Background: an optimization exercise with open tools, aiming at small area. Do not read the settings as production practice.
Only simulation tests tie the RTL to the original design; equivalence was not proved. No driver is modelled on the clock port, so clocking that relies on it looks cheaper here than on a real chip.

==> inputs of 10-21 <==
// key_schedule
module key_schedule
(
  input  logic         clk_in,
  input  logic         rst_in,
  input  logic         start_in,
  input  logic [127:0] key_in,
  output logic         busy_out,
  output logic         rk_valid_out,
  input  logic         rk_ready_in,
  output logic [3:0]   rk_round_out,
  output logic [127:0] rk_out,
  output logic         done_out,
  input  logic [3:0]   rd_addr_in,
  output logic [127:0] rd_data_out
);
clock: 6.5 ns
lec_check: 0
cap_margin: 20
core_margin: 2
core_utilization: 40
slew_margin: 20
synth_hierarchical: 1
synth_minimum_keep_size: 0
standard.sh (not shown) runs the stock make flow with config.mk's settings and CLKGATE_MAP_FILE= SYNTH_SCRIPT=/design/flow/synth_recipe.tcl, a recipe that flattens the netlist after the stock synthesis.
==> flow/flow/run.sh <==
#!/bin/bash
# The standard layout (standard.sh), with two changes:
#  - port buffers are sky130_fd_sc_hd__buf_1 (the standard flow picks a larger
#    delay cell); every input and output port still gets its buffer;
#  - CTS uses clkbuf_16 with sink clusters of up to 28 registers and inserts no
#    dummy loads.
# ORFS writes each step's full log under orfs/logs/; make's own output goes to
# flow.log here.
set -uo pipefail
export BUFFER_PORTS_ARGS="-buffer_cell sky130_fd_sc_hd__buf_1"
export CTS_ARGS="-sink_clustering_enable -repair_clock_nets -dont_use_dummy_load -buf_list sky130_fd_sc_hd__clkbuf_16 -sink_clustering_size 28 -sink_clustering_max_diameter 70"
bash standard.sh > flow.log 2>&1
==> 06-14 (differences from 10-21) <==
==> flow/flow/run.sh (replaced) <==
#!/bin/bash
# The standard layout (standard.sh), with two changes:
#  - port buffers are sky130_fd_sc_hd__buf_1 (the standard flow picks a larger
#    delay cell); every input and output port still gets its buffer;
#  - CTS uses clkbuf_16 with sink clusters of up to 32 registers and inserts no
#    dummy loads.
# ORFS writes each step's full log under orfs/logs/; make's own output goes to
# flow.log here.
set -uo pipefail
export BUFFER_PORTS_ARGS="-buffer_cell sky130_fd_sc_hd__buf_1"
export CTS_ARGS="-sink_clustering_enable -repair_clock_nets -dont_use_dummy_load -buf_list sky130_fd_sc_hd__clkbuf_16 -sink_clustering_size 32 -sink_clustering_max_diameter 80"
bash standard.sh > flow.log 2>&1
- CORE_UTILIZATION: 40 -> 65
- PLACE_DENSITY: default -> 0.8
==> comparison <==
- First-iteration DRC count: 10-21 is lower than 06-14 (26%).
- In 10-21 the count of clock-buffer cells in the layout is higher than in 06-14, by 48.
- Worst hold slack: 10-21 is better than 06-14 (0.033 ns).
- Against 06-14, the fmax of 10-21 is higher by about 1.4%.
- In 10-21 the sequential share of layout area is lower than in 06-14, by 2.5 points.
- Wire length: 06-14 is lower than 10-21 (8.0%).
==> figures <==
item                                                             10-21         06-14
Run status                                    timing/DRC/antenna clean  timing/DRC/antenna clean
Placer Congestion                                                0.846         0.900
Overall global routing resource usage                            0.220         0.332
Number of well taps                                               1917          1165
Share of the final layout cell area in multi-input gates         0.195         0.204
Placement-stage worst setup slack                            0.0612 ns     0.0774 ns
Drt wl/cell                                                    29.2 um       31.5 um
Share of cell area taken by flip-flops and latches               0.677         0.702
Drt first-iter violations                                         5044          6839
Number of gates resized after cts                                    1             0
Start point of the critical path                          cur_key[100]  cur_key[125]
Capture instance of the worst register-to-register path   cur_key[123]  cur_key[116]
Share of the core filled with cells in the final layout          0.459         0.724
Area growth, synth to finish                                     14.2%         10.0%
Number of global-route vias before repair                        33.5k         34.2k
Path depth of the worst reg2reg path                                22            24


==> xenon <==
key_schedule again, from the RTL that the note above started with.
==> flow/design.v (excerpt) <==
module key_schedule
(
  input  logic         clk_in,
  input  logic         rst_in,
  input  logic         start_in,
  input  logic [127:0] key_in,
  output logic         busy_out,
  output logic         rk_valid_out,
  input  logic         rk_ready_in,
  output logic [3:0]   rk_round_out,
  output logic [127:0] rk_out,
  output logic         done_out,
  input  logic [3:0]   rd_addr_in,
  output logic [127:0] rd_data_out
);
  logic         busy_q;
  logic         done_q;
  logic [3:0]   round_q;
  logic [127:0] cur_key;
  logic [127:0] key_d_n, key_d;
  logic [3:0]   addr_q;
  logic [31:0]  sub_word;
  logic [127:0] next_key;
  logic         last, ld, adv, hold;
  aes_subword u_subword (
    .word     (cur_key[127:96]),
    .sub_word (sub_word)
  );
  key_schedule_expand u_expand (
    .round    (round_q),
    .key      (cur_key),
    .sub_word (sub_word),
    .next_key (next_key)
  );
  assign last = (round_q == key_schedule_pkg::NUM_ROUNDS);
  assign ld   = !rst_in && !busy_q && start_in;
  assign adv  = !rst_in && busy_q && rk_ready_in && !last;
  assign hold = !rst_in && !ld && !adv;
  always_ff @(posedge clk_in) begin
    if (rst_in) begin
      busy_q  <= 1'b0;
      done_q  <= 1'b0;
      round_q <= 4'd0;
    end else begin
      done_q <= busy_q && rk_ready_in && last;
      if (!busy_q) begin
        if (start_in) begin
          busy_q  <= 1'b1;
  ...
clock: 6.5 ns
lec_check: 0
cap_margin: 5
core_margin: 2
core_utilization: 65
slew_margin: 5
synth_hierarchical: 1
synth_minimum_keep_size: 0
==> flow/flow/run.sh <==
#!/bin/bash
# The standard layout (standard.sh), with two changes:
#  - port buffers are sky130_fd_sc_hd__buf_1 (the standard flow picks a larger
#    delay cell); every input and output port still gets its buffer;
#  - CTS uses clkbuf_16 with sink clusters of up to 28 registers and inserts no
#    dummy loads.
# ORFS writes each step's full log under orfs/logs/; make's own output goes to
# flow.log here.
set -uo pipefail
export BUFFER_PORTS_ARGS="-buffer_cell sky130_fd_sc_hd__buf_1"
export CTS_ARGS="-sink_clustering_enable -repair_clock_nets -dont_use_dummy_load -buf_list sky130_fd_sc_hd__clkbuf_16 -sink_clustering_size 28 -sink_clustering_max_diameter 70"
bash standard.sh > flow.log 2>&1
==> umber: changes against xenon <==
==> flow/run.sh (new file) <==
#!/bin/bash
# synth_recipe.tcl (not shown) runs the flow's synth.tcl, then flattens the netlist and writes it again
# the make line also repeats each setting of config.mk as NAME=value (left out here)
make -C /OpenROAD-flow-scripts/flow DESIGN_CONFIG=/design/flow/config.mk WORK_HOME=/design/flow/orfs CLKGATE_MAP_FILE= SYNTH_SCRIPT=/design/flow/synth_recipe.tcl finish
- CAP_MARGIN: 5 -> 20
- CORE_UTILIZATION: 65 -> 40
- CTS_BUF_LIST: default -> sky130_fd_sc_hd__clkbuf_8
- CTS_CLUSTER_DIAMETER: default -> 50
- CTS_CLUSTER_SIZE: default -> 20
- SLEW_MARGIN: 5 -> 20
removed: flow/flow/run.sh
removed: flow/standard.sh
==> comparison <==
- In synthesized cell count, umber and xenon do not differ.
- Of umber and xenon, umber has the higher final cell count (gap 20%, measured against xenon).
- Wire length: xenon is lower than umber (about 8%).
- Between xenon and umber, the lower register-to-register slack is in xenon (gap 120 ps).
- In umber the clock-buffer cell count is higher than in xenon, by 71.
==> figures <==
|  | xenon | umber |
|---|---|---|
| First-pass GRT wire length | 231000 um | 246000 um |
| Area enclosed by the die boundary | 92200 um^2 | 149000 um^2 |
| Drt first-iter violations | 6763 | 5681 |
| Number of antenna violations at the first check in global routing | 5 | 7 |
| Depth of the CTS H-tree | 3 | 4 |
| Arrival time at the worst endpoint | 6760 ps | 6930 ps |
| Clock latency reported for the late side of the worst-skew pair | 660 ps | 940 ps |
| Result of the run | timing/DRC/antenna clean | timing/DRC/antenna clean |
| Worst hold margin | 565 ps | 491 ps |
| Post-DP Area | 62400 um^2 | 66200 um^2 |
| Met2 Routed Length | 77100 um | 80700 um |
| Minimum clock period after layout | 6250 ps | 6120 ps |

## afterwards: timing with drivers on the ports
In the flow no input, the clock included, has a driving cell. The finished layouts below were timed again as built, in two steps. Step 1, drivers: a clkbuf_16 drives clk_in and a buf_2 each remaining input, both assumed. Step 2 adds t to the input delays and takes it off the output delays; t is the mean of the earliest and latest rising clock arrival at the registers after step 1. Input paths then give back, and output paths get back, about the clock's delay inside the block. Slacks: no drivers / after step 1 / after step 2; pairs: no drivers / after step 1.
run	t (ns)	slack for setup (ns)	latest minus earliest clock arrival (ns)
10-21	0.784	0.429 / 0.429 / 0.429	0.101 / 0.101
06-14	0.728	0.342 / 0.342 / 0.342	0.072 / 0.073
xenon	0.699	0.255 / 0.255 / 0.255	0.081 / 0.081
umber	0.986	0.376 / 0.376 / 0.376	0.072 / 0.072
After both steps setup and hold are still met in every run listed.
